From an optimization exercise on the open Yosys and OpenROAD flow, aimed at small area; shortcuts taken in it are not production practice. Only simulation tests tie the RTL to the original design; equivalence was not proved. The clock input has no modelled driver; a real chip could not lean on it and would need a root buffer or a full tree. Power figures rest on the tool's default switching activity, not on a simulated workload.

== TR ==
Design tone_to_dac, start of the top module:
module tone_to_dac #(
  parameter int unsigned CLK_HZ = audio_pkg::CLK_HZ,
  parameter int unsigned SIL    = audio_pkg::SIL
) (
  input  logic        clk,
  input  logic        rst,
  input  logic [31:0] toneL,
  input  logic [31:0] toneR,
  input  logic [2:0]  volume,
  input  logic        mute,
  output logic        audio_mclk,
  output logic        audio_lrck,
  output logic        audio_sck,
  output logic        audio_sdin
);
==> module tone_to_dac, before the edit <==
module tone_to_dac #(
  parameter int unsigned CLK_HZ = audio_pkg::CLK_HZ,
  parameter int unsigned SIL    = audio_pkg::SIL
) (
  input  logic        clk,
  input  logic        rst,
  input  logic [31:0] toneL,
  input  logic [31:0] toneR,
  input  logic [2:0]  volume,
  input  logic        mute,
  output logic        audio_mclk,
  output logic        audio_lrck,
  output logic        audio_sck,
  output logic        audio_sdin
);
  logic [8:2] cnt_q;                
  logic [1:0] gray_q;               
  logic       nz_l_q, nz_r_q;       
  logic       pos_l_q, pos_r_q;     
  logic [2:0] vol_q;
  logic       sq_l, sil_l, sq_r, sil_r;
  logic       load_w, live_w;
  square_gen #(.CLK_HZ(CLK_HZ), .SIL(SIL)) u_sq_l (
    .clk      (clk),
    .rst      (rst),
    .tone_i   (toneL),
    .sq_o     (sq_l),
    .silent_o (sil_l)
  );
  square_gen #(.CLK_HZ(CLK_HZ), .SIL(SIL)) u_sq_r (
    .clk      (clk),
    .rst      (rst),
    .tone_i   (toneR),
    .sq_o     (sq_r),
    .silent_o (sil_r)
  );
  logic [9:2] cnt_cy_w;
  logic [8:2] cnt_d;
  assign cnt_cy_w[2] = gray_q[1] & ~gray_q[0];
  for (genvar i = 2; i < 9; i++) begin : g_cnt
    assign cnt_d[i]      = cnt_q[i] ^ cnt_cy_w[i];
    assign cnt_cy_w[i+1] = cnt_q[i] & cnt_cy_w[i];
  end
  assign load_w = cnt_cy_w[9];
  assign live_w = !mute && (volume != 3'd0);
  always_ff @(posedge clk or negedge rst) begin
    if (!rst) begin
      cnt_q  <= 7'd0;
      gray_q <= 2'd0;
      nz_l_q <= 1'b0;
      nz_r_q <= 1'b0;
    end else begin
      cnt_q  <= cnt_d;
      gray_q <= {gray_q[0], ~gray_q[1]};
      if (load_w) begin
        nz_l_q <= live_w && !sil_l;
        nz_r_q <= live_w && !sil_r;
      end
    end
  end
  always_ff @(posedge clk) begin
    if (load_w) begin
      pos_l_q <= sq_l;
      pos_r_q <= sq_r;
      vol_q   <= volume;
    end
  end
  logic [15:0] amp_w, samp_w;
  logic        nz_w, pos_w;
  always_comb begin
    amp_w = 16'h0000;
    case (vol_q)
      3'd1:    amp_w[10] = 1'b1;
      3'd2:    amp_w[11] = 1'b1;
      3'd3:    amp_w[12] = 1'b1;
      3'd4:    amp_w[13] = 1'b1;
      default: amp_w[14] = 1'b1;    
    endcase
  end
  assign nz_w  = cnt_q[8] ? nz_r_q : nz_l_q;
  assign pos_w = cnt_q[8] ? pos_r_q : pos_l_q;
  for (genvar i = 0; i < 16; i++) begin : g_samp
    assign samp_w[i] = pos_w ? amp_w[i] : (|amp_w[i:0]);
  end
  assign audio_mclk = gray_q[1];
  assign audio_sck  = cnt_q[3];
  assign audio_lrck = cnt_q[8];
  assign audio_sdin = nz_w && samp_w[~cnt_q[7:4]];
endmodule
clock: 90.0 ns
lec_check: 0
cap_margin: 20
core_margin: 2
core_utilization: 40
cts_buf_list: sky130_fd_sc_hd__clkbuf_2
slew_margin: 20
standard.sh (not shown) runs the stock make flow with config.mk's settings and CLKGATE_MAP_FILE= SYNTH_SCRIPT=/design/flow/synth_recipe.tcl, a recipe that flattens the netlist after the stock synthesis.
==> flow/flow/run.sh <==
#!/bin/bash
# Standard layout with: the smallest buffer on the ports, no ABC pre-mapping
# before full-adder extraction, an area-oriented ABC script for the final
# mapping, inverters folded into NOR2/NAND2 gates and every combinational
# cell downsized before the placement
# repair_design, and the clock tree rebuilt after CTS as one level of four
# buf_12 (balanced, each driving a quarter of the flip-flops).
export BUFFER_PORTS_ARGS="-buffer_cell sky130_fd_sc_hd__buf_1"
export CTS_ARGS="-sink_clustering_enable -repair_clock_nets -dont_use_dummy_load -buf_list sky130_fd_sc_hd__clkbuf_8"
export SYNTH_ARGS="-noabc"
export FLOW_ABC_SCRIPT="$(pwd)/flow/abc_area.script"
export PRE_RESIZE_TCL="$(pwd)/flow/pre_resize.tcl"
export POST_CTS_TCL="$(pwd)/flow/clocktree.tcl"
export CT_GROUPS=4
export CT_BUF=sky130_fd_sc_hd__buf_12
bash standard.sh SYNTH_SCRIPT="$(pwd)/flow/synth.tcl" finish > standard.log 2>&1
Other scripts of this flow, unchanged in this note and not shown: flow/flow/abc_area.script, flow/flow/clocktree.tcl, flow/flow/downsize.tcl, flow/flow/peephole.tcl, flow/flow/pre_resize.tcl, flow/flow/synth.tcl
TR did not stop at any stage, and its layout met the timing, design-rule and antenna checks.
What JK does differently from TR at the input level:
--- a/flow/design.v
+++ b/flow/design.v
@@ -71,6 +71,5 @@
   output logic        audio_sdin
 );
-  logic [8:2] cnt_q;                
-  logic [1:0] gray_q;               
+  logic [8:0] cnt_q;
   logic       nz_l_q, nz_r_q;       
   logic       pos_l_q, pos_r_q;     
@@ -92,8 +91,8 @@
     .silent_o (sil_r)
   );
-  logic [9:2] cnt_cy_w;
-  logic [8:2] cnt_d;
-  assign cnt_cy_w[2] = gray_q[1] & ~gray_q[0];
-  for (genvar i = 2; i < 9; i++) begin : g_cnt
+  logic [9:0] cnt_cy_w;
+  logic [8:0] cnt_d;
+  assign cnt_cy_w[0] = 1'b1;
+  for (genvar i = 0; i < 9; i++) begin : g_cnt
     assign cnt_d[i]      = cnt_q[i] ^ cnt_cy_w[i];
     assign cnt_cy_w[i+1] = cnt_q[i] & cnt_cy_w[i];
@@ -103,11 +102,9 @@
   always_ff @(posedge clk or negedge rst) begin
     if (!rst) begin
-      cnt_q  <= 7'd0;
-      gray_q <= 2'd0;
+      cnt_q  <= 9'd0;
       nz_l_q <= 1'b0;
       nz_r_q <= 1'b0;
     end else begin
-      cnt_q  <= cnt_d;
-      gray_q <= {gray_q[0], ~gray_q[1]};
+      cnt_q <= cnt_d;
       if (load_w) begin
         nz_l_q <= live_w && !sil_l;
@@ -140,5 +137,5 @@
     assign samp_w[i] = pos_w ? amp_w[i] : (|amp_w[i:0]);
   end
-  assign audio_mclk = gray_q[1];
+  assign audio_mclk = cnt_q[1];
   assign audio_sck  = cnt_q[3];
   assign audio_lrck = cnt_q[8];
==> comparison <==
There was hardly any difference in multiplexer share of the synthesized area between JK and TR.
Share of total power in sequential cells (higher): TR
Compared TR against JK; total power within noise.
Compared with TR, JK shows a lower synthesized cell count.
JK against TR: power share of the combinational group did not really move, XOR/XNOR share of the synthesized area did not really move, global-route usage did not really move, cell-internal power did not really move, area overhead of the layout relative to synthesis did not really move.
On flip-flop and latch count, TR and JK are basically level.
In terms of proportion of cell area occupied by registers, JK and TR differ only marginally.
Comparing post-route worst setup slack for TR and JK, the bigger number came from JK.
Cmp JK vs TR: global routing usage on met2 lower in JK
JK: total number of vias is 13 higher than what TR reported.
No run of this note takes its clock network from TritonCTS; it comes from the design's own scripts or RTL.

port drivers added, routing unchanged:
The flow's constraints put no driver on any port. The routed layouts listed below were extracted and timed again, unchanged, in two steps.
Step 1 (the two cells are an assumption about what drives the block):
set clk [get_ports {clk}]
set_driving_cell -lib_cell sky130_fd_sc_hd__clkbuf_16 $clk
set_driving_cell -lib_cell sky130_fd_sc_hd__buf_2 [delete_from_list [all_inputs] $clk]
Step 2 adds t to the input delays and takes it off the output delays; t is the mean of the earliest and latest rising clock arrival at the registers after step 1. Input paths then give back, and output paths get back, about the clock's delay inside the block.
a / b / c = no drivers / after step 1 / after step 2; a / b = the first two.
| run | t (ns) | setup WS [ns] | worst setup path after step 2 |
|---|---|---|---|
| TR | 0.218 | 69.365 / 69.431 / 69.213 | input to register |
| JK | 0.214 | 69.952 / 70.012 / 69.797 | input to register |
After both steps setup and hold are still met in every run listed. For JK, which loses most, drivers alone change the setup slack by +0.060 ns; drivers and shift together by -0.155 ns.
